Context: an optimization exercise on an open-source flow, tuned for small area, a short achievable clock period and few clock cycles per item. The choices shown serve that exercise and are no tape-out recipe.
RTL that was checked went through simulation tests only; none was proved equivalent to the original.
No functional check of the RTL was part of runs 1 to 3.
No activity file was given, so power comes from the tool's default toggle rates.

--- flow/config.mk ---
export PLATFORM = sky130hd
export DESIGN_NAME = led_scroll_engine
export DESIGN_NICKNAME = led_scroll_engine
export VERILOG_FILES = /design/flow/design.v
export SDC_FILE = /design/flow/constraint.sdc
export NUM_CORES = 4
export LEC_CHECK = 0
export ABC_CLOCK_PERIOD_IN_PS = 3000
export CAP_MARGIN = 20
export CORE_MARGIN = 2
export CORE_UTILIZATION = 45
export PLACE_DENSITY = 0.6
export SETUP_SLACK_MARGIN = 5
export SLEW_MARGIN = 20
--- flow/run.sh ---
#!/bin/bash
# synth_recipe.tcl (not shown) runs the flow's synth.tcl, then flattens the netlist and writes it again
# the make line also repeats each setting of config.mk as NAME=value (left out here)
make -C /OpenROAD-flow-scripts/flow DESIGN_CONFIG=/design/flow/config.mk WORK_HOME=/design/flow/orfs CLKGATE_MAP_FILE= SYNTH_SCRIPT=/design/flow/synth_recipe.tcl finish
--- flow/design.v ---
package led_pkg;
    localparam int FRAME_WORDS = 32;
    localparam int ROWS        = 8;
    localparam int DEVICES     = 4;
    localparam int COL_W       = 8;
    typedef enum logic [2:0] {
        S_IDLE,
        S_LOAD,
        S_RENDER,
        S_FIN,
        S_START,
        S_WAIT_ACK,
        S_WAIT_DONE,
        S_HOLD
    } state_t;
endpackage
module led_col_ram (
    input  logic        clk_i,
    input  logic        we_i,
    input  logic [7:0]  waddr_i,
    input  logic [7:0]  wdata_i,
    input  logic [15:0] sel_lo_i,
    input  logic [15:0] sel_hi_i,
    output logic [7:0]  rdata_o,
    output logic        wpend_o,
    output logic [7:0]  wpaddr_o
);
    logic [7:0] mem_q [256];
    logic       we_q;
    logic [7:0] waddr_q;
    logic [7:0] wdata_q;
    logic [7:0] grp [16];
    always_ff @(posedge clk_i) begin
        we_q    <= we_i;
        waddr_q <= waddr_i;
        wdata_q <= wdata_i;
        if (we_q) begin
            mem_q[waddr_q] <= wdata_q;
        end
    end
    assign wpend_o  = we_q;
    assign wpaddr_o = waddr_q;
    always_comb begin
        rdata_o = '0;
        for (int h = 0; h < 16; h++) begin
            grp[h] = '0;
            for (int l = 0; l < 16; l++) begin
                grp[h] = grp[h] | (mem_q[16*h+l] & {8{sel_lo_i[l]}});
            end
            rdata_o = rdata_o | (grp[h] & {8{sel_hi_i[h]}});
        end
    end
endmodule
module led_scroll_engine #(
    parameter int ADDR_W = 8
) (
    input  logic              in_clk,
    input  logic              in_rst,
    input  logic [7:0]        in_col_data,
    input  logic [ADDR_W-1:0] in_col_addr,
    input  logic              in_col_we,
    input  logic [ADDR_W:0]   in_msg_len,
    input  logic              in_enable,
    input  logic [15:0]       in_hold,
    input  logic              in_drv_ready,
    output logic [15:0]       out_drv_data,
    output logic [4:0]        out_drv_addr,
    output logic              out_drv_we,
    output logic              out_drv_start,
    output logic [ADDR_W-1:0] out_offset,
    output logic              out_busy,
    output logic              out_frame_done
);
    localparam logic [ADDR_W:0] DEPTH_L = {1'b1, {ADDR_W{1'b0}}};
    function automatic logic [ADDR_W:0] clamp_len(input logic [ADDR_W:0] len);
        clamp_len = (len > DEPTH_L) ? DEPTH_L : len;
    endfunction
    function automatic logic [ADDR_W-1:0] step_mod(input logic [ADDR_W-1:0] a,
                                                   input logic [ADDR_W:0]   lenm1);
        step_mod = (lenm1[ADDR_W] || a == lenm1[ADDR_W-1:0]) ? '0 : a + 1'b1;
    endfunction
    function automatic logic [15:0] dec16(input logic [3:0] a);
        dec16 = 16'd1 << a;
    endfunction
    led_pkg::state_t   state_q;
    logic              busy_q;
    logic [4:0]        cnt_q;
    logic [3:0]        pl_q;
    logic              ori_q;
    logic [ADDR_W-1:0] offset_q;
    logic [ADDR_W-1:0] offset_adv_q;
    logic [ADDR_W:0]   off10_q;
    logic [ADDR_W:0]   lraw_q;
    logic [ADDR_W:0]   lenm1_q;
    logic [15:0]       hold_q;
    logic              hz_q;
    logic [ADDR_W-1:0] ptr_q;
    logic [15:0]       sel_lo_q;
    logic [15:0]       sel_hi_q;
    logic [7:0]        rd_q;
    logic [7:0]        buf_q [8];
    logic [7:0]        drv_data_q;
    logic [3:0]        drv_row_q;
    logic [4:0]        drv_addr_q;
    logic              drv_we_q;
    logic              drv_start_q;
    logic              frame_done_q;
    logic [7:0]        col_rd_data;
    logic              wpend;
    logic [7:0]        wpaddr;
    logic [7:0]        wdist;
    logic              idle;
    logic              in_hold_st;
    logic              hold_end;
    logic              go_idle;
    logic              go_pre;
    logic              go_fast;
    logic              go_load;
    logic [ADDR_W-1:0] base;
    logic              beg_zero;
    logic [ADDR_W-1:0] begin_off;
    logic              pl_hit;
    logic              pl_restart;
    logic              pl_read;
    logic              step;
    logic              shift;
    logic              rd_en;
    logic              jump;
    logic              wrap;
    logic [4:0]        s_idx;
    logic [7:0]        head;
    led_col_ram u_col_ram (
        .clk_i    (in_clk),
        .we_i     (in_col_we),
        .waddr_i  (in_col_addr),
        .wdata_i  (in_col_data),
        .sel_lo_i (sel_lo_q),
        .sel_hi_i (sel_hi_q),
        .rdata_o  (col_rd_data),
        .wpend_o  (wpend),
        .wpaddr_o (wpaddr)
    );
    always_ff @(posedge in_clk) begin
        offset_adv_q <= step_mod(offset_q, lenm1_q);
        off10_q      <= {1'b0, offset_q} + 9'd10;
    end
    assign idle       = !busy_q;
    assign in_hold_st = (state_q == led_pkg::S_HOLD);
    assign hold_end   = in_hold_st && hz_q;
    assign go_idle = idle && in_enable && in_drv_ready;
    assign go_pre  = go_idle && (pl_q == 4'd10) && !pl_hit &&
                     !off10_q[ADDR_W] && (off10_q < in_msg_len);
    assign go_fast = hold_end && in_enable && (in_msg_len == lraw_q);
    assign go_load = (go_idle && !go_pre) ||
                     (hold_end && in_enable && (in_msg_len != lraw_q));
    assign base      = idle ? offset_q : offset_adv_q;
    assign beg_zero  = ({1'b0, base} >= in_msg_len);
    assign begin_off = beg_zero ? '0 : base;
    assign wdist      = wpaddr - offset_q;
    assign pl_hit     = wpend && (wdist <= 8'd9);
    assign pl_restart = idle && (pl_hit || pl_q == 4'd0);
    assign pl_read    = idle && !pl_restart && (pl_q != 4'd10);
    assign step  = go_fast || go_pre || (state_q == led_pkg::S_RENDER);
    assign s_idx = (state_q == led_pkg::S_RENDER) ? cnt_q : 5'd0;
    assign shift = step ||
                   ((state_q == led_pkg::S_LOAD) && (cnt_q != 5'd0)) ||
                   (pl_read && !go_idle && (pl_q != 4'd1));
    assign rd_en = step || (state_q == led_pkg::S_LOAD) || (pl_read && !go_idle);
    assign jump = step && (s_idx == 5'd22);
    assign wrap = !idle && (lenm1_q[ADDR_W] || ptr_q == lenm1_q[ADDR_W-1:0]);
    always_ff @(posedge in_clk) begin
        if (go_load) begin
            ptr_q    <= begin_off;
            sel_lo_q <= beg_zero ? 16'd1 : dec16(base[3:0]);
            sel_hi_q <= beg_zero ? 16'd1 : dec16(base[7:4]);
        end else if (pl_restart) begin
            ptr_q    <= offset_q;
            sel_lo_q <= dec16(offset_q[3:0]);
            sel_hi_q <= dec16(offset_q[7:4]);
        end else if (jump) begin
            ptr_q    <= offset_adv_q;
            sel_lo_q <= dec16(offset_adv_q[3:0]);
            sel_hi_q <= dec16(offset_adv_q[7:4]);
        end else if (rd_en) begin
            if (wrap) begin
                ptr_q    <= '0;
                sel_lo_q <= 16'd1;
                sel_hi_q <= 16'd1;
            end else begin
                ptr_q    <= ptr_q + 1'b1;
                sel_lo_q <= {sel_lo_q[14:0], sel_lo_q[15]};
                if (sel_lo_q[15]) begin
                    sel_hi_q <= {sel_hi_q[14:0], sel_hi_q[15]};
                end
            end
        end
    end
    always_ff @(posedge in_clk) begin
        if (rd_en) begin
            rd_q <= col_rd_data;
        end
    end
    always_comb begin
        for (int j = 0; j < 8; j++) begin
            head[7-j] = ori_q ? buf_q[j][0] : buf_q[0][j];
        end
    end
    always_ff @(posedge in_clk) begin
        if (shift) begin
            for (int i = 0; i < 8; i++) begin
                for (int j = 0; j < 8; j++) begin
                    if (!ori_q) begin
                        buf_q[i][j] <= (i == 7) ? rd_q[j] : buf_q[(i+1)%8][j];
                    end else begin
                        buf_q[i][j] <= (j == 7) ? rd_q[i] : buf_q[i][(j+1)%8];
                    end
                end
            end
        end
    end
    always_ff @(posedge in_clk) begin
        drv_data_q <= head & {8{!lenm1_q[ADDR_W] || idle}};
        drv_row_q  <= {1'b0, s_idx[2:0]} + 4'd1;
        drv_addr_q <= {s_idx[2:0], s_idx[4:3]};
    end
    always_ff @(posedge in_clk) begin
        if (in_rst) begin
            state_q      <= led_pkg::S_IDLE;
            busy_q       <= 1'b0;
            cnt_q        <= '0;
            pl_q         <= '0;
            ori_q        <= 1'b0;
            offset_q     <= '0;
            lraw_q       <= '0;
            lenm1_q      <= '1;
            hold_q       <= '0;
            hz_q         <= 1'b0;
            drv_we_q     <= 1'b0;
            drv_start_q  <= 1'b0;
            frame_done_q <= 1'b0;
        end else begin
            drv_we_q     <= step;
            drv_start_q  <= 1'b0;
            frame_done_q <= 1'b0;
            if (shift && ((state_q == led_pkg::S_LOAD) ? (cnt_q[3:0] == 4'd8) :
                          idle ? (pl_q == 4'd9) : (s_idx[2:0] == 3'd7))) begin
                ori_q <= ~ori_q;
            end
            if (go_load || go_pre || go_fast) begin
                lraw_q  <= in_msg_len;
                lenm1_q <= clamp_len(in_msg_len) - 1'b1;
            end
            if (!idle || go_idle) begin
                pl_q <= '0;
            end else if (pl_restart) begin
                pl_q <= 4'd1;
            end else if (pl_q != 4'd10) begin
                pl_q <= pl_q + 4'd1;
            end
            case (state_q)
                led_pkg::S_IDLE: begin
                    if (go_load) begin
                        state_q  <= led_pkg::S_LOAD;
                        busy_q   <= 1'b1;
                        cnt_q    <= '0;
                        offset_q <= begin_off;
                    end else if (go_pre) begin
                        state_q  <= led_pkg::S_RENDER;
                        busy_q   <= 1'b1;
                        cnt_q    <= 5'd1;
                    end
                end
                led_pkg::S_LOAD: begin
                    if (cnt_q[3:0] == 4'd8) begin
                        state_q <= led_pkg::S_RENDER;
                        cnt_q   <= '0;
                    end else begin
                        cnt_q <= cnt_q + 5'd1;
                    end
                end
                led_pkg::S_RENDER: begin
                    cnt_q <= cnt_q + 5'd1;
                    if (cnt_q == 5'd31) begin
                        state_q <= led_pkg::S_FIN;
                    end
                end
                led_pkg::S_FIN: begin
                    state_q     <= led_pkg::S_START;
                    drv_start_q <= 1'b1;
                end
                led_pkg::S_START: begin
                    state_q <= led_pkg::S_WAIT_ACK;
                end
                led_pkg::S_WAIT_ACK: begin
                    if (!in_drv_ready) begin
                        state_q <= led_pkg::S_WAIT_DONE;
                    end
                end
                led_pkg::S_WAIT_DONE: begin
                    if (in_drv_ready) begin
                        state_q      <= led_pkg::S_HOLD;
                        frame_done_q <= 1'b1;
                        hold_q       <= in_hold;
                        hz_q         <= (in_hold == 16'd0);
                    end
                end
                led_pkg::S_HOLD: begin
                    if (hz_q) begin
                        if (go_fast) begin
                            state_q  <= led_pkg::S_RENDER;
                            cnt_q    <= 5'd1;
                            offset_q <= offset_adv_q;
                        end else if (go_load) begin
                            state_q  <= led_pkg::S_LOAD;
                            cnt_q    <= '0;
                            offset_q <= begin_off;
                        end else begin
                            state_q  <= led_pkg::S_IDLE;
                            busy_q   <= 1'b0;
                            offset_q <= offset_adv_q;
                        end
                    end else begin
                        hold_q <= hold_q - 16'd1;
                        hz_q   <= (hold_q == 16'd1);
                    end
                end
                default: begin
                    state_q <= led_pkg::S_IDLE;
                    busy_q  <= 1'b0;
                end
            endcase
        end
    end
    assign out_drv_data   = {4'h0, drv_row_q, drv_data_q};
    assign out_drv_addr   = drv_addr_q;
    assign out_drv_we     = drv_we_q;
    assign out_drv_start  = drv_start_q;
    assign out_offset     = offset_q;
    assign out_busy       = busy_q;
    assign out_frame_done = frame_done_q;
endmodule
--- flow/constraint.sdc ---
create_clock -name core_clock -period 8.0 [get_ports {in_clk}]
set_input_delay 1.6000 -clock core_clock [delete_from_list [all_inputs] [get_ports {in_clk}]]
set_output_delay 1.6000 -clock core_clock [all_outputs]
set_load 0.01 [all_outputs]
==> summary.txt, run 1 <==
vias per std cell 6.71; PD cells 344 mW/mm²; Max clock buf depth 3; TritonCTS clock tree yes; Hold Worst Slack 0.424 ns; count leader, synth edfxtp_1; CP Data Required Time 8.49 ns; critical path's slowest cell nand2_1; Slew @ Worst Pin 1.18 ns; IO Pins 79; top cell type's share of synthesized area 75.4%; die height 441 µm; crit path max fanout 16; Synth area leader edfxtp_1; Top delay family on crit path simple AND/OR/NAND/NOR gates; area grow syn2layout 21.7%; largest net degree at the start of global routing 201; met2 wire len 134 mm; r2r worst-path depth 3; routed wl met3 37.4 mm; critical path class flop to flop; Ys Warns 4; drt wl/cell 36.0 µm; DR top layer met5; Final period util 42.6%; predominant post-synthesis flop cell edfxtp_1; Starting Density 45.3%; die area 0.195 mm²; Final Hold Viols 0; M1 WL 112 mm; fmax 0.294 GHz; Critical Path Max Stage Delay 0.84 ns; Area contributors post-synth edfxtp_1 (75%), a22oi_1 (3.8%), a221oi_1 (3.4%), a22o_1 (3.2%), dfxtp_1 (2.6%); time the worst path needs with I/O delays and setup 3.41 ns; final antenna-violating net count 0; TritonCTS Buffers 221; synthesized area per cell 16.5 µm²; HPWL Detailed 149 mm; vias in the first global route 51900; die width 441 µm; core footprint 0.190 mm²; RSZ-0062 raised after global routing true; crit end category flop; post-synthesis sequential area ratio 78.0%; WHS Path Cells 0; DRC 0; CTS sink count 2271; Mapped Cells 5203; Hold Path Class flop to flop; port bufs 74; worst path bufs/invs 0; drt total wl 298 mm; CP cell instances nor2b_1 -> nand2_1 -> nor2_2; WP data arrival 3.90 ns; worst skew pair latency 0.89 ns; count of final setup violators 0; number of synthesized flops with an enable pin 2160; NumNets Final 5651; row cnt 160; drt pass-1 iters 13; initial antenna violation count 9; final clock skew 0.0474 ns; crit path launch type flop; Slew Viols, Final 0; WP depth 3; status complete, no violations; Lkg Pwr 33.0 nW; CTS clock-pin slew for the worst setup and hold paths 0.06 ns; Total Neg Setup Slack 0 ns; overall routing resource usage 29.3%; layout cells sized above 1 24.4%; Detailed Route Iter0 Violations 8981; max cap viols 0; synth unique cells 71; synthesized cell area 0.0860 mm²; DR vias 55400; GR Overflow Total 0; first-pass GRT wire length 402 mm; Commonest cells post-synth edfxtp_1 (2160), a22oi_1 (435), nor2_1 (386); Placer Congestion 0.853; Max VDD drop 239 µV; #FFs+latches synth 2271; htree depth 4; Root Buffer clkbuf_16; relative slew slack 20.8%; ys async rst share 0%
## report_power, final
group | internal (mW) | switching [mW]
Sequential | 13.5 | 0.455
Combinational | 4.52 | 7.27
Clock | 5.69 | 4.58
Total | 23.7 | 12.3
## cells by family (layout without fill, tap and decap cells)
kind of cell / Yosys count / count (layout) / synth area share (%)
flops: 2271 / 2271 / 78.0
compound gates: 1402 / 1406 / 12.7
simple gates: 949 / 954 / 5.23
buf+inv: 397 / 928 / 1.80
mux: 87 / 87 / 1.12
xor+xnor: 51 / 51 / 0.519
fa+ha+maj: 45 / 45 / 0.663
other cells: 1 / 9 / 0.00436
## path summary, 6_finish.rpt
path                                            from                      to  slack, ns
worst max-delay path            u_col_ram.waddr_q[6]  u_col_ram.mem_q[91][5]       4.59
worst min-delay path                         rd_q[7]             buf_q[7][7]       0.42
worst max register to register  u_col_ram.waddr_q[6]  u_col_ram.mem_q[91][5]       4.59
worst min register to register               rd_q[7]             buf_q[7][7]       0.42
## metrics by stage
step           area [µm²]  worst slack [ns]  std cells  power, mW  util, %
6_report           105000              4.59       8262       36.0     55.1
4_1_cts            102000              4.71       8170       34.6     53.9
3_3_place_gp        89900              2.78       7547       21.5     47.3
3_5_place_dp        90000              2.76       7551       21.6     47.3
5_1_grt            105000              4.67       8258       36.7     55.1
2_1_floorplan       86400              3.81       5206       18.2        -
## state kept, by name, summed over array words and instances, names as in the netlist, 3 cells and up
register / count
buf_q: 64
cnt_q: 5
drv_addr_q: 5
drv_data_q: 8
drv_row_q: 4
hold_q: 16
lenm1_q: 9
lraw_q: 9
off10_q: 9
offset_adv_q: 8
offset_q: 8
pl_q: 4
ptr_q: 8
rd_q: 8
sel_hi_q: 16
sel_lo_q: 16
state_q: 3
u_col_ram.mem_q: 2048
u_col_ram.waddr_q: 8
u_col_ram.wdata_q: 8
## layout make-up
class	count	area, µm²
Multi-Input combinational cell	2547	20600
Inverter	44	236
Tap cell	2511	3140
Antenna cell	5	12.5
Sequential cell	2271	67200
Timing Repair Buffer	475	6450
Fill cell	14500	85300
Clock inverter	123	1250
Clock buffer	286	5810
## worst reg2reg max path, stage by stage (launching register included)
cell	delay, ns
dfxtp_2	0.66
nor2b_1	0.73
nand2_1	0.85
nor2_2	0.81
## layout by cell type (no fill, tap or decap), drive strengths merged, types with 15 or more instances in the layout
cell type,synthesis,layout
nand4,176,176
clkdlybuf4s50,0,35
o31ai,30,30
bufinv,0,17
clkinv,3,98
a221oi,331,331
nand2b,18,18
edfxtp,2160,2160
bufbuf,0,27
nand2,126,129
ha,44,44
nor4,17,17
a211oi,26,26
o21ai,123,125
nor2,386,387
dfxtp,111,111
a22oi,435,435
nor2b,15,15
xor2,21,21
clkbuf,271,306
nand3,128,129
mux2,72,72
a22o,311,311
a21oi,73,73
buf,82,392
nor3,34,34
xnor2,30,30
inv,41,40
mux2i,15,15
## timing repair
| item | 4_1_cts | 5_1_grt |
|---|---|---|
| setup endpoints to repair | 2048 | 1626 |
| pin swaps | 99 | 116 |
| cloned | 58 | 20 |
| setup buffers | 152 | 67 |
| gates resized for setup | 858 | 279 |
| hold buffers | 0 | 0 |
## metal layers
layer	vias up	track usage, %
met5	-	0
met4	10	12.2
met3	767	7.36
met2	4157	44.7
met1	28300	40.1
li1	22200	-
==> run 2: changes to the inputs <==
--- a/flow/design.v
+++ b/flow/design.v
@@ -23,21 +23,11 @@
     input  logic [15:0] sel_hi_i,
-    output logic [7:0]  rdata_o,
-    output logic        wpend_o,
-    output logic [7:0]  wpaddr_o
+    output logic [7:0]  rdata_o
 );
     logic [7:0] mem_q [256];
-    logic       we_q;
-    logic [7:0] waddr_q;
-    logic [7:0] wdata_q;
     logic [7:0] grp [16];
     always_ff @(posedge clk_i) begin
-        we_q    <= we_i;
-        waddr_q <= waddr_i;
-        wdata_q <= wdata_i;
-        if (we_q) begin
-            mem_q[waddr_q] <= wdata_q;
+        if (we_i) begin
+            mem_q[waddr_i] <= wdata_i;
         end
     end
-    assign wpend_o  = we_q;
-    assign wpaddr_o = waddr_q;
     always_comb begin
@@ -108,4 +98,2 @@
     logic [7:0]        col_rd_data;
-    logic              wpend;
-    logic [7:0]        wpaddr;
     logic [7:0]        wdist;
@@ -138,5 +126,3 @@
         .sel_hi_i (sel_hi_q),
-        .rdata_o  (col_rd_data),
-        .wpend_o  (wpend),
-        .wpaddr_o (wpaddr)
+        .rdata_o  (col_rd_data)
     );
@@ -150,3 +136,3 @@
     assign go_idle = idle && in_enable && in_drv_ready;
-    assign go_pre  = go_idle && (pl_q == 4'd10) && !pl_hit &&
+    assign go_pre  = go_idle && (pl_q == 4'd10) && !pl_hit && !in_col_we &&
                      !off10_q[ADDR_W] && (off10_q < in_msg_len);
@@ -158,4 +144,6 @@
     assign begin_off = beg_zero ? '0 : base;
-    assign wdist      = wpaddr - offset_q;
-    assign pl_hit     = wpend && (wdist <= 8'd9);
+    assign wdist = in_col_addr - offset_q;
+    always_ff @(posedge in_clk) begin
+        pl_hit <= in_col_we && (wdist <= 8'd9);
+    end
     assign pl_restart = idle && (pl_hit || pl_q == 4'd0);
==> run 2 against run 1 <==
  * Sequential share of layout area decreased by 0.59 points
  * First-iteration DRC count up 7.9%
  * Synthesized cell count increased by 0.35%
  * Non-clock buffer count increased by 22
  * Worst setup slack gained 0.026 ns
  * Clock skew fell by 0.00054 ns
  * Fmax rose by 0.78%
  * Critical path type unchanged
  * Critical endpoint is now rd_q[1]
  * Largest power group unchanged
==> summary.txt, run 2 <==
status complete, no violations (unchanged); ys async rst share 0% (unchanged); Hold Path Class flop to flop (unchanged); IO Pins 79 (unchanged); PD cells 332 mW/mm² (was 344 mW/mm²); Max VDD drop 265 µV (was 239 µV); Placer Congestion 0.896 (was 0.853); Synth area leader edfxtp_1 (unchanged); worst skew pair latency 0.86 ns (was 0.89 ns); synthesized area per cell 16.4 µm² (was 16.5 µm²); drt pass-1 iters 8 (was 13); synth unique cells 79 (was 71); fin worst setup slack 4.62 ns (was 4.59 ns); Comb power frac 31.3% (was 32.7%); WHS Path Cells 0 (unchanged); met2 Usage GRT 46.0% (was 44.7%); post-synthesis sequential area ratio 78.0% (about the same); die height 440 µm (was 441 µm); design area 0.105 mm² (about the same); htree depth 4 (unchanged); WP data arrival 3.96 ns (was 3.90 ns); Ys Warns 4 (unchanged); first-pass GRT wire length 417 mm (was 402 mm); Area contributors post-synth edfxtp_1 (76%), a22oi_1 (5.9%), dfxtp_1 (2.2%), a221oi_1 (2.0%), a22o_1 (1.9%) (was edfxtp_1 (75%), a22oi_1 (3.8%), a221oi_1 (3.4%), a22o_1 (3.2%), dfxtp_1 (2.6%)); critical path's slowest cell or4_4 (was nand2_1); Root Buffer clkbuf_16 (unchanged); CP Data Required Time 8.58 ns (was 8.49 ns); row cnt 160 (unchanged); complex-gate fraction of the synthesized area 12.5% (was 12.7%); count of final setup violators 0 (unchanged); core footprint 0.190 mm² (about the same); overall routing resource usage 30.7% (was 29.3%); most frequent CP cell buf_12; Internal Power 22.7 mW (was 23.7 mW); synthesized cell area 0.0856 mm² (was 0.0860 mm²); HPWL Detailed 153 mm (was 149 mm); clock power share 29.0% (was 28.5%); Max clock buf depth 3 (unchanged); Detailed Route Iter0 Violations 9690 (was 8981); Lkg Pwr 33.0 nW (about the same); initial antenna violation count 20 (was 9); biggest regs u_col_ram.mem_q: 2048 flops, buf_q: 64 flops (unchanged); time the worst path needs with I/O delays and setup 3.38 ns (was 3.41 ns); crit path launch type flop (unchanged); critical path class flop to flop (unchanged); leading cell type in the layout, fill and taps excluded edfxtp_1 (unchanged); largest family of logic cells by synthesized area compound AO/OA/AOI/OAI gates (unchanged); mux share of post-synthesis cell area 1.06% (was 1.12%); Final Hold Viols 0 (unchanged); fmax 0.296 GHz (was 0.294 GHz); RSZ-0062 raised after global routing true (unchanged); layout cells sized above 1 24.2% (was 24.4%); final clock skew 0.0468 ns (was 0.0474 ns); relative slew slack 17.4% (was 20.8%); #FFs+latches synth 2255 (was 2271); Hold Worst Slack 0.424 ns (about the same); predominant post-synthesis flop cell edfxtp_1 (unchanged); area grow syn2layout 22.8% (was 21.7%); Slew @ Worst Pin 1.24 ns (was 1.18 ns); crit end category flop (unchanged); CTS sink count 2255 (was 2271); drt wl/cell 36.5 µm (was 36.0 µm); TritonCTS Buffers 220 (was 221); Starting Density 45.1% (was 45.3%); Post-Synth Simple-Gate Area 5.46% (was 5.23%); Largest register FFs 2048 (unchanged); CP cell instances buf_12 -> buf_12 -> buf_12 -> buf_16 -> a22o_1 -> a221oi_2 -> nand3_1 -> o21ai_1 -> buf_4 -> nand4_1 -> or4_4 (was nor2b_1 -> nand2_1 -> nor2_2); Slew Viols, Final 0 (unchanged); vias per std cell 6.70 (was 6.71); die area 0.194 mm² (was 0.195 mm²); xor/xnor share of the synthesized area 0.542% (was 0.519%); Total Neg Setup Slack 0 ns (unchanged); top cell type's share of synthesized area 75.8% (was 75.4%); Sequential Power Share 39.7% (was 38.7%); Top Usage Layer GRT met2 (unchanged); TritonCTS clock tree yes (unchanged); DR vias 55800 (was 55400); drt total wl 303 mm (was 298 mm); M3 GR Usage 8.17% (was 7.36%); count leader, synth edfxtp_1 (unchanged); port bufs 74 (unchanged); Commonest cells post-synth edfxtp_1 (2160), a22oi_1 (672), nor2_1 (334) (was edfxtp_1 (2160), a22oi_1 (435), nor2_1 (386)); Setup WS pre-CTS 2.58 ns (was 2.76 ns); largest net degree at the start of global routing 210 (was 201); r2r worst-path depth 11 (was 3); dpl cell area 0.0910 mm² (was 0.0900 mm²); Most flops, register u_col_ram.mem_q (unchanged); crit path max fanout 5 (was 16); Psw 12.2 mW (was 12.3 mW); DRC 0 (unchanged); Mapped Cells 5221 (was 5203); Switching Fraction 34.9% (was 34.2%); final antenna-violating net count 0 (unchanged); Critical Path Max Stage Delay 0.64 ns (was 0.84 ns); adder-cell share of the synthesized area 0.667% (was 0.663%); max cap viols 0 (unchanged); GR Overflow Total 0 (unchanged); Final period util 42.3% (was 42.6%); NumNets Final 5705 (was 5651); die width 440 µm (was 441 µm); number of synthesized flops with an enable pin 2160 (unchanged); M1 GR Usage 41.9% (was 40.1%); vias in the first global route 52600 (was 51900); most frequent cells in the layout edfxtp_1 (2160), a22oi_1 (662), nor2_4 (242) (was edfxtp_1 (2160), a22oi_1 (421), a22o_1 (307)); CTS clock-pin slew for the worst setup and hold paths 0.06 ns (about the same)
-- run 2: logic make-up after synthesis --
| kind of cell | count (synthesis) |
|---|---|
| AOI/OAI and AO/OA | 1433 |
| xor gates and xnor gates | 53 |
| adders and majority gates | 45 |
| buffers and inverters | 385 |
| DFF | 2255 |
| muxes | 83 |
| other | 1 |
| and+or+nand+nor | 966 |
-- run 2: stage by stage --
stage / total power, mW / util, % / instances
6_report: 34.9 / 55.4 / 8323
5_1_grt: 35.5 / 55.4 / 8312
4_1_cts: 34.2 / 54.7 / 8250
3_5_place_dp: 21.2 / 48.0 / 7585
3_3_place_gp: 21.2 / 48.0 / 7584
2_1_floorplan: 17.7 / - / 5224
-- run 2: metal layers --
| layer | wire length [µm] | up-vias | part of all wire, % |
|---|---|---|---|
| met1 | 112000 | 28600 | 37 |
| met3 | 39300 | 767 | 13 |
| met5 | 94 | - | 0.031 |
| li1 | - | 22300 | - |
| met4 | 16400 | 14 | 5.4 |
| met2 | 135000 | 4134 | 45 |
-- run 2: power by group through the flow --
stage / combinational [mW] / clock (mW) / sequential, mW
2_1_floorplan: 3.91 / 0 / 13.8
4_1_cts: 10.3 / 10.1 / 13.8
5_1_grt: 11.0 / 10.6 / 13.8
3_3_place_gp: 7.13 / 0 / 14.1
3_5_place_dp: 7.15 / 0 / 14.1
6_report: 10.9 / 10.1 / 13.8
-- run 2: what timing repair did --
item	CTS	global route
pin swaps	186	87
setup endpoints to repair	2244	1426
gates resized for setup	725	163
cloned	55	5
buffers inserted	202	56
hold buffers	0	0
-- run 2: cell type report --
| cell class | count | area, µm² |
|---|---|---|
| Inverter | 49 | 188 |
| Sequential cell | 2255 | 66800 |
| Clock inverter | 135 | 1140 |
| Timing Repair Buffer | 497 | 6880 |
| Fill cell | 14500 | 84500 |
| Tap cell | 2511 | 3140 |
| Antenna cell | 12 | 30.0 |
| Multi-Input combinational cell | 2591 | 21100 |
| Clock buffer | 273 | 5790 |
-- run 2: path summary, 6_finish.rpt --
| kind | endpoint | slack (ns) | from |
|---|---|---|---|
| setup / recovery | rd_q[1] | 4.62 | sel_lo_q[0] |
| hold reg to reg | buf_q[7][7] | 0.42 | rd_q[7] |
| setup reg to reg | rd_q[1] | 4.62 | sel_lo_q[0] |
| hold / removal | buf_q[7][7] | 0.42 | rd_q[7] |
-- run 2: worst max-delay path, delay by kind of cell (launching register included) --
family | cells | cell delay, ns
flip-flops | 1 | 0.41
AND/OR/NAND/NOR | 3 | 1.23
buffers and inverters | 5 | 0.86
AO/OA/AOI/OAI | 3 | 0.58
==> run 3: changes to the inputs <==
--- a/flow/design.v
+++ b/flow/design.v
@@ -26,6 +26,18 @@
     logic [7:0] mem_q [256];
-    logic [7:0] grp [16];
+    logic [7:0]  grp [16];
+    logic [15:0] wsel_lo_q;
+    logic [15:0] wsel_hi_q;
+    logic [7:0]  wdata_q;
     always_ff @(posedge clk_i) begin
-        if (we_i) begin
-            mem_q[waddr_i] <= wdata_i;
+        for (int a = 0; a < 16; a++) begin
+            wsel_lo_q[a] <= we_i && (waddr_i[3:0] == 4'(a));
+            wsel_hi_q[a] <= (waddr_i[7:4] == 4'(a));
+        end
+        wdata_q <= wdata_i;
+        for (int h = 0; h < 16; h++) begin
+            for (int l = 0; l < 16; l++) begin
+                if (wsel_hi_q[h] && wsel_lo_q[l]) begin
+                    mem_q[16*h+l] <= wdata_q;
+                end
+            end
         end
--- a/flow/config.mk
+++ b/flow/config.mk
@@ -11,2 +11,4 @@
 export CORE_UTILIZATION = 45
+export CTS_CLUSTER_DIAMETER = 60
+export CTS_CLUSTER_SIZE = 20
 export PLACE_DENSITY = 0.6
==> run 3 against run 2 <==
  * The layout now fails its checks (antenna rules)
  * Sequential share of layout area rose by 4.1 points
  * Via count fell by 3.9%
  * Hold slack improved by 0.037 ns
  * Cell area fell by 4.9%
  * Fmax rose by 7.2%
  * Synthesized area rose by 1.4%
  * First-iteration DRC count fell by 11%
  * Critical path type is now input pin to flop
==> summary.txt, run 3 <==
GR Overflow Total 0 (unchanged); design area 0.100 mm² (was 0.105 mm²); fin worst setup slack 4.85 ns (was 4.62 ns); count of final setup violators 0 (unchanged); time the worst path needs with I/O delays and setup 3.15 ns (was 3.38 ns); DRC 0 (unchanged); CTS clock-pin slew for the worst setup and hold paths 0.07 ns (was 0.06 ns); drt total wl 283 mm (was 303 mm); Slew @ Worst Pin 1.28 ns (was 1.24 ns); biggest regs u_col_ram.mem_q: 2048 flops, buf_q: 64 flops (unchanged); Commonest cells post-synth edfxtp_1 (2160), a22oi_1 (461), a22o_1 (309) (was edfxtp_1 (2160), a22oi_1 (672), nor2_1 (334)); die height 443 µm (was 440 µm); die area 0.196 mm² (was 0.194 mm²); DR vias 53600 (was 55800); Max clock buf depth 3 (unchanged); Detailed Route Iter0 Violations 8602 (was 9690); vias in the first global route 49600 (was 52600); Synth area leader edfxtp_1 (unchanged); worst skew pair latency 0.88 ns (was 0.86 ns); HPWL Detailed 146 mm (was 153 mm); WP data arrival 3.71 ns (was 3.96 ns); predominant post-synthesis flop cell edfxtp_1 (unchanged); core footprint 0.192 mm² (was 0.190 mm²); Placer Congestion 0.865 (was 0.896); area grow syn2layout 15.2% (was 22.8%); max cap viols 0 (unchanged); CP Data Required Time 8.56 ns (was 8.58 ns); Total Neg Setup Slack 0 ns (unchanged); Finished Layout Cells 8041 (was 8323); Largest register FFs 2048 (unchanged); drt pass-1 iters 6 (was 8); Hold Worst Slack 0.461 ns (was 0.424 ns); PD cells 329 mW/mm² (was 332 mW/mm²); fin util 52.1% (was 55.4%); Ys Warns 5 (was 4); vias per std cell 6.67 (was 6.70); Hold Path Class flop to flop (unchanged); NumNets Final 5417 (was 5705); synthesized area per cell 16.8 µm² (was 16.4 µm²); Tot Pwr 32.9 mW (was 34.9 mW); leading cell type in the layout, fill and taps excluded edfxtp_1 (unchanged); Most flops, register u_col_ram.mem_q (unchanged); critical path class input pin to flop (was flop to flop); final antenna-violating net count 1 (was 0); post-synthesis sequential area ratio 77.9% (was 78.0%); dpl cell area 0.0905 mm² (was 0.0910 mm²); CTS sink count 2295 (was 2255); Root Buffer clkbuf_16 (unchanged); Hold Buf Count CTS 0 (unchanged); crit path max fanout 8 (was 5); Max VDD drop 274 µV (was 265 µV); crit path launch type input pin (was flop); top cell type's share of synthesized area 74.7% (was 75.8%); largest net degree at the start of global routing 185 (was 210); fmax 0.317 GHz (was 0.296 GHz); ys async rst share 0% (unchanged); TritonCTS Buffers 163 (was 220); Lkg Pwr 31.6 nW (was 33.0 nW); status failed layout checks (was complete, no violations); initial antenna violation count 24 (was 20); Fail Reasons antenna rules; TritonCTS clock tree yes (unchanged); overall routing resource usage 27.9% (was 30.7%); row cnt 161 (was 160); RSZ-0062 raised after global routing true (unchanged); die width 443 µm (was 440 µm); Area contributors post-synth edfxtp_1 (75%), a22oi_1 (4.0%), a22o_1 (3.1%), dfxtp_1 (3.1%), a221oi_1 (3.1%) (was edfxtp_1 (76%), a22oi_1 (5.9%), dfxtp_1 (2.2%), a221oi_1 (2.0%), a22o_1 (1.9%)); htree depth 4 (unchanged); relative slew slack 14.5% (was 17.4%); synthesized cell area 0.0868 mm² (was 0.0856 mm²); dpl cells 7520 (was 7585); IO Pins 79 (unchanged); most frequent cells in the layout edfxtp_1 (2160), a22oi_1 (451), a22o_1 (306) (was edfxtp_1 (2160), a22oi_1 (662), nor2_4 (242)); crit end category flop (unchanged); #FFs+latches synth 2295 (was 2255); synth unique cells 79 (unchanged); first-pass GRT wire length 388 mm (was 417 mm); drt wl/cell 35.2 µm (was 36.5 µm); final clock skew 0.0540 ns (was 0.0468 ns); Slew Viols, Final 0 (unchanged); count leader, synth edfxtp_1 (unchanged); layout cells sized above 1 16.0% (was 24.2%); Starting Density 45.2% (was 45.1%); Final period util 39.4% (was 42.3%); Mapped Cells 5156 (was 5221); Setup WS pre-CTS 2.58 ns (about the same); port bufs 74 (unchanged); number of synthesized flops with an enable pin 2160 (unchanged); Final Hold Viols 0 (unchanged)
==> run 3: cell count changes after synthesis, sizes merged, moves of 12 or more <==
| cell | previous run | this run |
|---|---|---|
| a221oi | 200 | 307 |
| a22oi | 673 | 461 |
| nor2 | 335 | 132 |
| or2 | 15 | 3 |
| o21ai | 179 | 153 |
| or3 | 4 | 22 |
| a22o | 184 | 309 |
| nand2 | 129 | 86 |
| nor3 | 47 | 32 |
| and2 | 8 | 265 |
| dfxtp | 95 | 135 |
| nand3 | 202 | 124 |
| a2111oi | 21 | 1 |
==> run 3: path summary, 6_finish.rpt <==
check	endpoint	from	slack, ns	cells after the start
setup / recovery	sel_hi_q[11]	in_msg_len[8]	4.85	10
hold / removal	drv_data_q[7]	buf_q[0][0]	0.46	1
setup reg to reg	rd_q[1]	sel_lo_q[7]	4.92	9
hold reg to reg	drv_data_q[7]	buf_q[0][0]	0.46	1
==> run 3: cell families (layout without fill, tap and decap cells) <==
| family | count (synthesis) | in the layout | synth area share (%) |
|---|---|---|---|
| flip-flops | 2295 | 2295 | 77.9 |
| buffers and inverters | 381 | 661 | 1.71 |
| XOR/XNOR | 54 | 54 | 0.545 |
| multiplexers | 75 | 75 | 0.959 |
| adder cells (fa/ha/maj) | 45 | 45 | 0.657 |
| AO/OA/AOI/OAI | 1417 | 1421 | 12.6 |
| other | 1 | 71 | 0.00432 |
| AND/OR/NAND/NOR | 888 | 893 | 5.62 |
==> run 3: layer usage <==
layer / up-vias / global-route usage [%] / part of all wire [%]
li1: 21600 / - / -
met1: 27600 / 38.8 / 38
met2: 3800 / 43.2 / 46
met3: 595 / 5.54 / 12
met4: 10 / 11.2 / 3.9
met5: - / 0 / 0.016
==> run 3: worst max-delay path, stage by stage <==
cell and delay [ns]:
buf_12 0.09, inv_12 0.03, ha_4 0.14, or4_4 0.42
a211oi_4 0.20, a21bo_4 0.29, o211ai_4 0.24, nor3_4 0.10
o211ai_1 0.33, buf_4 0.25
==> run 3: cell type report <==
class	count	area (µm²)
fill	15200	92000
sequential	2295	67600
multi-input combinational	2492	19000
timing repair buffer	336	4250
clock buffer	185	4210
tap	2526	3160
clock inverter	102	1380
inverter	38	200
antenna	67	168
==> run 3: report_power, final <==
part,internal (mW),switching [mW]
Sequential,13.5,0.416
Clock,4.36,4.50
Combinational,3.47,6.61
==> run 3: repair_timing <==
| item | CTS | global route |
|---|---|---|
| pin swaps | 56 | 73 |
| endpoints found under the hold margin | 0 | 0 |
| endpoints found under the setup margin | 203 | 171 |
| gates cloned | 32 | 14 |
| resized for setup | 475 | 130 |
| buffers inserted | 76 | 45 |
==> run 4: changes to the inputs <==
--- a/flow/design.v
+++ b/flow/design.v
@@ -23,3 +23,4 @@
     input  logic [15:0] sel_hi_i,
-    output logic [7:0]  rdata_o
+    output logic [7:0]  rdata_a_o,
+    output logic [7:0]  rdata_b_o
 );
@@ -45,3 +46,4 @@
     always_comb begin
-        rdata_o = '0;
+        rdata_a_o = '0;
+        rdata_b_o = '0;
         for (int h = 0; h < 16; h++) begin
@@ -51,3 +53,7 @@
             end
-            rdata_o = rdata_o | (grp[h] & {8{sel_hi_i[h]}});
+            if (h < 8) begin
+                rdata_a_o = rdata_a_o | (grp[h] & {8{sel_hi_i[h]}});
+            end else begin
+                rdata_b_o = rdata_b_o | (grp[h] & {8{sel_hi_i[h]}});
+            end
         end
@@ -109,3 +115,6 @@
     logic              frame_done_q;
-    logic [7:0]        col_rd_data;
+    logic [7:0]        col_rd_a;
+    logic [7:0]        col_rd_b;
+    logic [7:0]        rd_a_q;
+    logic [7:0]        rd_b_q;
     logic [7:0]        wdist;
@@ -138,3 +147,4 @@
         .sel_hi_i (sel_hi_q),
-        .rdata_o  (col_rd_data)
+        .rdata_a_o(col_rd_a),
+        .rdata_b_o(col_rd_b)
     );
@@ -199,5 +209,7 @@
         if (rd_en) begin
-            rd_q <= col_rd_data;
+            rd_a_q <= col_rd_a;
+            rd_b_q <= col_rd_b;
         end
     end
+    assign rd_q = rd_a_q | rd_b_q;
     always_comb begin
--- a/flow/config.mk
+++ b/flow/config.mk
@@ -11,4 +11,4 @@
 export CORE_UTILIZATION = 45
-export CTS_CLUSTER_DIAMETER = 60
-export CTS_CLUSTER_SIZE = 20
+export CTS_CLUSTER_DIAMETER = 90
+export CTS_CLUSTER_SIZE = 30
 export PLACE_DENSITY = 0.6
==> run 4 against run 3 <==
  * Now clean on timing, DRC and antenna
  * Final cell count shrank 4.3%
  * Via count shrank 5.0%
  * Sequential power barely moved
  * Worst setup slack better by 0.022 ns
  * Critical path type is now flop to flop
  * Highest routed layer is now met4
==> summary.txt, run 4 <==
port bufs 74 (unchanged); CTS sink count 2303 (was 2295); Most flops, register u_col_ram.mem_q (unchanged); crit end category flop (unchanged); Placer Congestion 0.848 (was 0.865); HPWL Detailed 141 mm (was 146 mm); Worst Hold End drv_data_q[7] (unchanged); Hold Path Class flop to flop (unchanged); Tot Pwr 27.8 mW (was 32.9 mW); Finished Layout Cells 7695 (was 8041); FF-to-FF End rd_a_q[4] (was rd_q[1]); dpl cell area 0.0906 mm² (was 0.0905 mm²); count of final setup violators 0 (unchanged); crit path launch type flop (was input pin); drt total wl 265 mm (was 283 mm); row cnt 161 (unchanged); post-synthesis sequential area ratio 78.0% (was 77.9%); synthesized cell area 0.0870 mm² (was 0.0868 mm²); IO Pins 79 (unchanged); CP Data Required Time 8.40 ns (was 8.56 ns); DR vias 50900 (was 53600); reg2reg setup slack 4.87 ns (was 4.92 ns); hold path startpoint buf_q[0][0] (unchanged); Synth area leader edfxtp_1 (unchanged); first-pass GRT wire length 364 mm (was 388 mm); overall routing resource usage 25.6% (was 27.9%); drt pass-1 iters 6 (unchanged); final clock skew 0.0476 ns (was 0.0540 ns); crit path max fanout 74 (was 8); TritonCTS clock tree yes (unchanged); max cap viols 0 (unchanged); die height 444 µm (was 443 µm); Layout fillers 15700 (was 15200); WP data arrival 3.53 ns (was 3.71 ns); Ys Warns 5 (unchanged); Max VDD drop 282 µV (was 274 µV); fmax 0.319 GHz (was 0.317 GHz); die width 444 µm (was 443 µm); dpl cells 7419 (was 7520); layout cells sized above 1 11.3% (was 16.0%); CTS clock-pin slew for the worst setup and hold paths 0.12 ns (was 0.07 ns); predominant post-synthesis flop cell edfxtp_1 (unchanged); critical path class flop to flop (was input pin to flop); Lkg Pwr 29.6 nW (was 31.6 nW); synthesized area per cell 17.1 µm² (was 16.8 µm²); area grow syn2layout 10.1% (was 15.2%); top cell type's share of synthesized area 74.9% (was 74.7%); leading cell type in the layout, fill and taps excluded edfxtp_1 (unchanged); Slew @ Worst Pin 1.26 ns (was 1.28 ns); GR Overflow Total 0 (unchanged); biggest regs u_col_ram.mem_q: 2048 flops, buf_q: 64 flops (unchanged); relative slew slack 15.9% (was 14.5%); Final period util 39.1% (was 39.4%); Area contributors post-synth edfxtp_1 (75%), a221oi_1 (5.2%), a22o_1 (5.2%), dfxtp_1 (3.1%), and2_1 (1.9%) (was edfxtp_1 (75%), a22oi_1 (4.0%), a22o_1 (3.1%), dfxtp_1 (3.1%), a221oi_1 (3.1%)); ys async rst share 0% (unchanged); Root Buffer clkbuf_16 (unchanged); RSZ-0062 raised after global routing true (unchanged); PD cells 290 mW/mm² (was 329 mW/mm²); time the worst path needs with I/O delays and setup 3.13 ns (was 3.15 ns); Starting Density 45.2% (about the same); Hold Buf Count CTS 0 (unchanged); fin worst setup slack 4.87 ns (was 4.85 ns); DRC 0 (unchanged); Max clock buf depth 3 (unchanged); synth unique cells 67 (was 79); drt wl/cell 34.4 µm (was 35.2 µm); TritonCTS Buffers 93 (was 163); core footprint 0.192 mm² (about the same); count leader, synth edfxtp_1 (unchanged); #FFs+latches synth 2303 (was 2295); largest net degree at the start of global routing 201 (was 185); design area 0.0957 mm² (was 0.100 mm²); number of synthesized flops with an enable pin 2168 (was 2160); Setup WS pre-CTS 2.64 ns (was 2.58 ns); die area 0.197 mm² (was 0.196 mm²); r2r worst-path depth 6 (was 9); most frequent cells in the layout edfxtp_1 (2168), a22o_1 (513), a221oi_1 (466) (was edfxtp_1 (2160), a22oi_1 (451), a22o_1 (306)); NumNets Final 5172 (was 5417); initial antenna violation count 19 (was 24); Detailed Route Iter0 Violations 7583 (was 8602); Final Hold Viols 0 (unchanged); vias per std cell 6.62 (was 6.67); status complete, no violations (was failed layout checks); Slew Viols, Final 0 (unchanged); Commonest cells post-synth edfxtp_1 (2168), a221oi_1 (518), a22o_1 (513) (was edfxtp_1 (2160), a22oi_1 (461), a22o_1 (309)); r2r startpoint sel_lo_q[15] (was sel_lo_q[7]); vias in the first global route 47800 (was 49600); worst skew pair latency 0.78 ns (was 0.88 ns); final antenna-violating net count 0 (was 1); Total Neg Setup Slack 0 ns (unchanged); Mapped Cells 5089 (was 5156); WHS Path Cells 1 (unchanged); Largest register FFs 2048 (unchanged); htree depth 3 (was 4)
run 4: changes by cell type after synthesis, sizes merged, moves of 15 or more:
cell	change
a21oi	+33
o22ai	+15
or3	-15
nand2	+22
a22o	+204
buf	-60
a22oi	-393
nand3	-91
clkbuf	+66
o21ai	-69
a221oi	+211
mux2	-20
run 4: worst max path at each step:
stage | startpoint | to | depth (start not counted)
6_report | sel_lo_q[15] | rd_a_q[4] | 6
3_5_place_dp | in_msg_len[8] | buf_q[5][1] | 8
3_3_place_gp | in_msg_len[8] | buf_q[5][1] | 8
5_1_grt | in_msg_len[8] | sel_hi_q[11] | 12
2_1_floorplan | in_msg_len[8] | ori_q | 9
4_1_cts | busy_q | sel_hi_q[10] | 11
run 4: cell families after synthesis:
group | Yosys count | synth area share, %
DFF | 2303 | 78.0
AOI/OAI and AO/OA | 1408 | 13.1
and+or+nand+nor | 820 | 5.18
buffers and inverters | 396 | 1.74
muxes | 65 | 0.813
xor gates and xnor gates | 51 | 0.514
adders and majority gates | 45 | 0.656
other | 1 | 0.00431
run 4: report_power, final:
group / switching (mW) / internal (mW)
Combinational: 5.04 / 2.51
Clock: 3.74 / 2.38
Sequential: 0.497 / 13.6
Total: 9.27 / 18.5
run 4: through the flow:
| stage | hold slack [ns] | utilization [%] |
|---|---|---|
| 4_1_cts | 0.477 | 49.3 |
| 2_1_floorplan | 0.429 | - |
| 5_1_grt | 0.499 | 49.7 |
| 3_5_place_dp | 0.454 | 47.1 |
| 6_report | 0.466 | 49.8 |
| 3_3_place_gp | 0.453 | 47.1 |
run 4: timing repair:
action | CTS | global route
setup endpoints to repair | 218 | 198
cloned | 10 | 11
pin swaps | 43 | 27
resized for setup | 308 | 110
buffers inserted | 40 | 32
run 4: final cells by class:
| type | count | area (µm²) | area share (%) |
|---|---|---|---|
| flip-flops and latches | 2303 | 67900 | 70.9 |
| multi-input cells | 2397 | 18800 | 19.6 |
| well taps | 2526 | 3160 | 3.30 |
| repair buffers | 239 | 2750 | 2.88 |
| clock buffers | 120 | 2480 | 2.59 |
| clock inverters | 29 | 389 | 0.406 |
| inverters | 47 | 208 | 0.217 |
| diodes | 34 | 85.1 | 0.0889 |
run 4: critical path, stage by stage, from the launching register on:
cell	delay, ns
edfxtp_1	0.46
buf_12	0.25
a22o_1	0.32
a221oi_1	0.55
nand4_1	0.30
a22oi_2	0.29
nand4_1	0.41
run 4: per-layer routing:
layer / part of all wire (%) / wire [µm] / GRT usage [%] / vias up
met1: 40 / 106000 / 37.1 / 26600
li1: - / - / - / 21000
met4: 3.0 / 7990 / 7.27 / 0
met2: 47 / 124000 / 40.3 / 2973
met5: 0 / 0 / 0 / -
met3: 10 / 26500 / 3.92 / 377
Testbench counts of run 4, summed over its fixed seeds: cycles 13,321, frames 192.
==> run 5: changes to the inputs <==
--- a/flow/config.mk
+++ b/flow/config.mk
@@ -10,6 +10,6 @@
 export CORE_MARGIN = 2
-export CORE_UTILIZATION = 45
+export CORE_UTILIZATION = 55
 export CTS_CLUSTER_DIAMETER = 90
 export CTS_CLUSTER_SIZE = 30
-export PLACE_DENSITY = 0.6
+export PLACE_DENSITY = 0.7
 export SETUP_SLACK_MARGIN = 5
==> run 5 against run 4 <==
  * Synthesized area is the same
  * Clock power decreased by 3%
  * Wire length down 2.3%
  * Critical endpoint is now sel_hi_q[1]
  * Largest power group unchanged
==> summary.txt, run 5 <==
status complete, no violations (unchanged); Layout fillers 10900 (was 15700); ys async rst share 0% (unchanged); largest family of logic cells by synthesized area compound AO/OA/AOI/OAI gates (unchanged); max cap viols 0 (unchanged); Root Buffer clkbuf_16 (unchanged); CTS sink count 2303 (unchanged); vias in the first global route 48700 (was 47800); crit end category flop (unchanged); dpl cell area 0.0900 mm² (was 0.0906 mm²); die width 402 µm (was 444 µm); die area 0.161 mm² (was 0.197 mm²); Most flops, register u_col_ram.mem_q (unchanged); most frequent cells in the layout edfxtp_1 (2168), a22o_1 (512), a221oi_1 (450) (was edfxtp_1 (2168), a22o_1 (513), a221oi_1 (466)); xor/xnor share of the synthesized area 0.514% (unchanged); DRC 0 (unchanged); r2r worst-path depth 6 (unchanged); leading cell type in the layout, fill and taps excluded edfxtp_1 (unchanged); drt pass-1 iters 6 (unchanged); synthesized cell area 0.0870 mm² (unchanged); synthesized area per cell 17.1 µm² (unchanged); RSZ-0062 raised after global routing true (unchanged); critical path's slowest cell or4_4 (was a221oi_1); crit path max fanout 8 (was 74); overall routing resource usage 30.6% (was 25.6%); adder-cell share of the synthesized area 0.656% (unchanged); final clock skew 0.0468 ns (was 0.0476 ns); Post-Synth Simple-Gate Area 5.18% (unchanged); Top delay family on crit path simple AND/OR/NAND/NOR gates (was compound AO/OA/AOI/OAI gates); die height 402 µm (was 444 µm); Starting Density 55.5% (was 45.2%); Largest register FFs 2048 (unchanged); Placer Congestion 0.894 (was 0.848); CP Data Required Time 8.47 ns (was 8.40 ns); Slew @ Worst Pin 1.19 ns (was 1.26 ns); fin util 61.7% (was 49.8%); TritonCTS Buffers 91 (was 93); Total Neg Setup Slack 0 ns (unchanged); post-synthesis sequential area ratio 78.0% (unchanged); Area contributors post-synth edfxtp_1 (75%), a221oi_1 (5.2%), a22o_1 (5.2%), dfxtp_1 (3.1%), and2_1 (1.9%) (unchanged); mux share of post-synthesis cell area 0.813% (unchanged); Max VDD drop 218 µV (was 282 µV); worst path bufs/invs 6 (was 1); Detailed Route Iter0 Violations 9072 (was 7583); design area 0.0966 mm² (was 0.0957 mm²); first-pass GRT wire length 355 mm (was 364 mm); drt total wl 259 mm (was 265 mm); fmax 0.304 GHz (was 0.319 GHz); DR vias 52300 (was 50900); NumNets Final 5229 (was 5172); Mapped Cells 5089 (unchanged); Synth area leader edfxtp_1 (unchanged); core footprint 0.157 mm² (was 0.192 mm²); initial antenna violation count 17 (was 19); Commonest cells post-synth edfxtp_1 (2168), a221oi_1 (518), a22o_1 (513) (unchanged); synth unique cells 67 (unchanged); #FFs+latches synth 2303 (unchanged); IO Pins 79 (unchanged); vias per std cell 7.17 (was 6.62); Final Hold Viols 0 (unchanged); Ys Warns 5 (unchanged); port bufs 74 (unchanged); count of final setup violators 0 (unchanged); area grow syn2layout 11.0% (was 10.1%); WP data arrival 3.76 ns (was 3.53 ns); worst skew pair latency 0.79 ns (was 0.78 ns); TritonCTS clock tree yes (unchanged); Critical Path Max Stage Delay 0.43 ns (was 0.55 ns); GR Overflow Total 0 (unchanged); predominant post-synthesis flop cell edfxtp_1 (unchanged); complex-gate fraction of the synthesized area 13.1% (unchanged); dpl cells 6959 (was 7419); Final period util 41.1% (was 39.1%); Hold Path Class flop to flop (unchanged); Max clock buf depth 3 (unchanged); largest net degree at the start of global routing 208 (was 201); HPWL Detailed 136 mm (was 141 mm); time the worst path needs with I/O delays and setup 3.29 ns (was 3.13 ns); layout cells sized above 1 12.9% (was 11.3%); count leader, synth edfxtp_1 (unchanged); top cell type's share of synthesized area 74.9% (unchanged); drt wl/cell 35.4 µm (was 34.4 µm); Tot Pwr 28.3 mW (was 27.8 mW); PD cells 293 mW/mm² (was 290 mW/mm²); row cnt 145 (was 161); critical path class input pin to flop (was flop to flop); Lkg Pwr 30.2 nW (was 29.6 nW); Finished Layout Cells 7299 (was 7695); crit path launch type input pin (was flop); CP cell instances buf_12 -> clkinv_8 -> ha_4 -> or4_4 -> nor3_4 -> nand3_4 -> o211ai_1 -> buf_4 -> a211oi_4 -> buf_12 -> o211ai_1 -> buf_4 -> buf_8 (was buf_12 -> a22o_1 -> a221oi_1 -> nand4_1 -> a22oi_2 -> nand4_1); biggest regs u_col_ram.mem_q: 2048 flops, buf_q: 64 flops (unchanged); Slew Viols, Final 0 (unchanged); WHS Path Cells 1 (unchanged); CTS clock-pin slew for the worst setup and hold paths 0.11 ns (was 0.12 ns); final antenna-violating net count 0 (unchanged); WP depth 13 (was 6); relative slew slack 20.7% (was 15.9%); number of synthesized flops with an enable pin 2168 (unchanged); htree depth 3 (unchanged)
run 5: kinds of logic (layout without fill, tap and decap cells):
group	Yosys count	in the layout
flip-flops	2303	2303
AO/OA/AOI/OAI	1408	1409
AND/OR/NAND/NOR	820	823
buffers and inverters	396	505
multiplexers	65	65
XOR/XNOR	51	51
adder cells (fa/ha/maj)	45	45
other	1	40
run 5: cell type report:
type | count | area, µm² | share of cell area, %
Timing Repair Buffer | 297 | 3850 | 3.99
Clock inverter | 20 | 244 | 0.253
Antenna cell | 36 | 90.1 | 0.0933
Timing Repair inverter | 1 | 16.3 | 0.0168
Inverter | 47 | 219 | 0.227
Multi-Input combinational cell | 2397 | 19200 | 19.8
Sequential cell | 2303 | 67900 | 70.3
Tap cell | 2058 | 2570 | 2.67
Clock buffer | 140 | 2530 | 2.62
run 5: where the power goes:
part / internal [mW] / switching (mW)
sequential: 13.6 / 0.459
combinational: 3.01 / 5.27
clock: 2.27 / 3.64
run 5: metrics by stage:
stage,setup slack (ns),hold slack [ns]
2_1_floorplan,3.45,0.429
3_3_place_gp,2.50,0.453
3_5_place_dp,2.71,0.443
4_1_cts,4.74,0.469
5_1_grt,4.59,0.501
6_report,4.71,0.462
run 5: final timing paths:
kind | from | endpoint | slack [ns]
worst max-delay path | in_msg_len[8] | sel_hi_q[1] | 4.71
worst min-delay path | buf_q[0][0] | drv_data_q[7] | 0.46
worst max register to register | sel_lo_q[1] | rd_a_q[2] | 4.83
worst min register to register | buf_q[0][0] | drv_data_q[7] | 0.46
run 5: timing repair:
| item | CTS | global route |
|---|---|---|
| gates cloned | 29 | 11 |
| pin swaps | 49 | 79 |
| hold buffers | 0 | 0 |
| setup buffers | 60 | 43 |
| gates resized for setup | 347 | 177 |
| setup endpoints to repair | 218 | 195 |
run 5: metal layers:
layer | global-route usage, % | part of all wire [%] | up-vias
li1 | - | - | 21100
met1 | 42.1 | 37 | 26800
met2 | 47.6 | 46 | 3824
met3 | 5.95 | 13 | 590
met4 | 13.9 | 4.7 | 8
met5 | 0 | 0.024 | -
==> run 6: changes to the inputs <==
--- a/flow/config.mk
+++ b/flow/config.mk
@@ -10,6 +10,6 @@
 export CORE_MARGIN = 2
-export CORE_UTILIZATION = 55
-export CTS_CLUSTER_DIAMETER = 90
-export CTS_CLUSTER_SIZE = 30
-export PLACE_DENSITY = 0.7
+export CORE_UTILIZATION = 45
+export CTS_CLUSTER_DIAMETER = 60
+export CTS_CLUSTER_SIZE = 20
+export PLACE_DENSITY = 0.6
 export SETUP_SLACK_MARGIN = 5
==> run 6 against run 5 <==
  * Sequential cell count unchanged
  * Clock power is 41% higher
  * Synthesized area unchanged
  * Cell area rose by 1.4%
  * Power rose by 6.1%
  * Utilization is 11 points lower
  * Wire length grew 3.4%
  * Final cell count rose by 7.2%
  * Count of clock-buffer cells in the layout grew 59
  * Fmax grew 3.9%
  * Highest routed layer unchanged
==> summary.txt, run 6 <==
post-synthesis sequential area ratio 78.0% (unchanged); Top delay family on crit path simple AND/OR/NAND/NOR gates (unchanged); number of synthesized flops with an enable pin 2168 (unchanged); DR vias 51700 (was 52300); Total Neg Setup Slack 0 ns (unchanged); die area 0.197 mm² (was 0.161 mm²); leading cell type in the layout, fill and taps excluded edfxtp_1 (unchanged); CTS clock-pin slew for the worst setup and hold paths 0.07 ns (was 0.11 ns); #FFs+latches synth 2303 (unchanged); Max clock buf depth 3 (unchanged); WP data arrival 3.68 ns (was 3.76 ns); Placer Congestion 0.848 (was 0.894); Lkg Pwr 30.7 nW (was 30.2 nW); Commonest cells post-synth edfxtp_1 (2168), a221oi_1 (518), a22o_1 (513) (unchanged); RSZ-0062 raised after global routing true (unchanged); TritonCTS Buffers 155 (was 91); Top Usage Layer GRT met2 (unchanged); Most flops, register u_col_ram.mem_q (unchanged); PD cells 306 mW/mm² (was 293 mW/mm²); row cnt 161 (was 145); status complete, no violations (unchanged); M3 GR Usage 4.71% (was 5.95%); Synth area leader edfxtp_1 (unchanged); CTS sink count 2303 (unchanged); Largest register FFs 2048 (unchanged); CP cell instances buf_12 -> clkinv_8 -> ha_4 -> or4_4 -> nor3_4 -> nand3_4 -> o211ai_1 -> a211oi_4 -> buf_12 -> o211ai_1 -> buf_4 (was buf_12 -> clkinv_8 -> ha_4 -> or4_4 -> nor3_4 -> nand3_4 -> o211ai_1 -> buf_4 -> a211oi_4 -> buf_12 -> o211ai_1 -> buf_4 -> buf_8); Final Hold Viols 0 (unchanged); core footprint 0.192 mm² (was 0.157 mm²); TritonCTS clock tree yes (unchanged); critical path's slowest cell or4_4 (unchanged); biggest regs u_col_ram.mem_q: 2048 flops, buf_q: 64 flops (unchanged); largest net degree at the start of global routing 201 (was 208); Setup WS pre-CTS 2.64 ns (was 2.71 ns); vias per std cell 6.61 (was 7.17); Multi-input gate area 0.0188 mm² (was 0.0192 mm²); Slew Viols, Final 0 (unchanged); Max VDD drop 347 µV (was 218 µV); Slew @ Worst Pin 1.29 ns (was 1.19 ns); synth unique cells 67 (unchanged); Critical Path Max Stage Delay 0.42 ns (was 0.43 ns); final clock skew 0.0412 ns (was 0.0468 ns); count of final setup violators 0 (unchanged); register area 0.0679 mm² (about the same); worst skew pair latency 0.82 ns (was 0.79 ns); fin worst setup slack 4.83 ns (was 4.71 ns); Detailed Route Iter0 Violations 7967 (was 9072); die width 444 µm (was 402 µm); Final period util 39.6% (was 41.1%); max cap viols 0 (unchanged); Ys Warns 5 (unchanged); crit end category flop (unchanged); drt pass-1 iters 9 (was 6); port bufs 74 (unchanged); IO Pins 79 (unchanged); met2 Usage GRT 40.3% (was 47.6%); drt wl/cell 34.2 µm (was 35.4 µm); die height 444 µm (was 402 µm); count leader, synth edfxtp_1 (unchanged); drt total wl 267 mm (was 259 mm); predominant post-synthesis flop cell edfxtp_1 (unchanged); relative slew slack 14.1% (was 20.7%); Area contributors post-synth edfxtp_1 (75%), a221oi_1 (5.2%), a22o_1 (5.2%), dfxtp_1 (3.1%), and2_1 (1.9%) (unchanged); most frequent cells in the layout edfxtp_1 (2168), a22o_1 (513), a221oi_1 (464) (was edfxtp_1 (2168), a22o_1 (512), a221oi_1 (450)); crit path launch type input pin (unchanged); Hold Buf Count CTS 0 (unchanged); htree depth 4 (was 3); crit path max fanout 8 (unchanged); CP Data Required Time 8.51 ns (was 8.47 ns); Layout fillers 15500 (was 10900); M1 GR Usage 36.8% (was 42.1%); DRC 0 (unchanged); GR Overflow Total 0 (unchanged); area grow syn2layout 12.6% (was 11.0%); Root Buffer clkbuf_16 (unchanged); ys async rst share 0% (unchanged); overall routing resource usage 25.8% (was 30.6%); vias in the first global route 48400 (was 48700); worst path bufs/invs 4 (was 6); Hold Path Class flop to flop (unchanged); first-pass GRT wire length 367 mm (was 355 mm); critical path class input pin to flop (unchanged); Starting Density 45.2% (was 55.5%); layout cells sized above 1 13.4% (was 12.9%); Mapped Cells 5089 (unchanged); synthesized cell area 0.0870 mm² (unchanged); top cell type's share of synthesized area 74.9% (unchanged); HPWL Detailed 141 mm (was 136 mm); fmax 0.316 GHz (was 0.304 GHz); final antenna-violating net count 0 (unchanged); synthesized area per cell 17.1 µm² (unchanged); NumNets Final 5238 (was 5229); time the worst path needs with I/O delays and setup 3.17 ns (was 3.29 ns); initial antenna violation count 22 (was 17)
run 6: final timing paths:
path	from	to	slack (ns)	depth (start not counted)
setup / recovery	in_msg_len[8]	sel_hi_q[8]	4.83	11
hold / removal	lraw_q[4]	lraw_q[4]	0.47	2
setup reg to reg	sel_lo_q[10]	rd_a_q[7]	4.90	6
hold reg to reg	lraw_q[4]	lraw_q[4]	0.47	2
run 6: kinds of logic (layout without fill, tap and decap cells):
| logic type | Yosys count | after routing | share of synthesized area, % |
|---|---|---|---|
| fa+ha+maj | 45 | 45 | 0.656 |
| simple gates | 820 | 823 | 5.18 |
| mux | 65 | 65 | 0.813 |
| buf+inv | 396 | 562 | 1.74 |
| other cells | 1 | 38 | 0.00431 |
| flops | 2303 | 2303 | 78.0 |
| compound gates | 1408 | 1409 | 13.1 |
| xor+xnor | 51 | 51 | 0.514 |
run 6: cell type report:
class,count,area share (%)
clock inverter,73,0.786
timing repair buffer,243,2.78
sequential,2303,69.4
clock buffer,199,4.37
antenna,34,0.0869
multi-input combinational,2397,19.2
tap,2526,3.23
inverter,47,0.213
run 6: what timing repair did:
| action | in CTS | in global routing |
|---|---|---|
| gates cloned | 10 | 15 |
| pin swaps | 39 | 33 |
| gates resized for setup | 314 | 113 |
| buffers inserted | 36 | 36 |
| setup endpoints to repair | 218 | 177 |
run 6: worst reg2reg max path, stage by stage (launching register included):
cell and delay (ns):
edfxtp_1 0.49, buf_4 0.41, a22o_1 0.34, a221oi_1 0.43, nand4_1 0.26, a22oi_1 0.36, nand4_1 0.42
run 6: routing by layer:
metal,vias up,part of all wire [%]
li1,21300,-
met1,26800,40
met2,3202,46
met3,475,11
met4,4,3.4
met5,-,0.010
run 6: power breakdown:
group / internal [mW] / switching [mW] / leakage [nW]
registers: 13.6 / 0.497 / 20.6
logic: 2.48 / 5.07 / 7.57
clock network: 4.13 / 4.19 / 2.45
run 6: stage by stage:
step	power, mW	hold WS [ns]	cell area [µm²]	utilization, %	instances
final	30.0	0.469	97900	50.9	7822
after global routing	30.7	0.494	97800	50.8	7790
after CTS	29.5	0.473	96900	50.4	7737
after detailed placement	20.8	0.454	90600	47.1	7419
after global placement	20.8	0.453	90600	47.1	7419
after floorplan	17.9	0.429	87200	-	5092

[what the ideal ports hide]
The results above use ideal ports. As a check the final layouts listed here were re-extracted and re-timed, cells and wires unchanged. Step 1 sets driving cells, clkbuf_16 on the clock port and buf_2 on the other inputs (assumed; they add their load-dependent delay and slew). Step 2 moves the port delays by t, midway between the first and last clock arrival at a register: inputs arrive t later, outputs are due t later. That takes back most of the time a late clock gives input paths. Slacks: ideal / step 1 / step 2; pairs: ideal / step 1.
run	t (ns)	setup WS [ns]	latest minus earliest clock arrival (ns)	worst slew at a driven data input, ns	cell pins on the clock port's net
run 1	0.949	4.593 / 4.593 / 3.809	0.058 / 0.058	0.10	1
run 2	0.926	4.619 / 4.619 / 4.089	0.064 / 0.064	0.14	1
run 3	0.935	4.846 / 4.868 / 3.933	0.055 / 0.055	0.06	1
run 4	0.844	4.869 / 4.869 / 4.049	0.056 / 0.056	0.06	1
run 5	0.839	4.709 / 4.723 / 3.884	0.056 / 0.056	0.06	1
run 6	0.881	4.832 / 4.855 / 3.974	0.046 / 0.046	0.06	1
For run 3, which loses most, drivers alone change the setup slack by +0.022 ns; drivers and shift together by -0.913 ns.
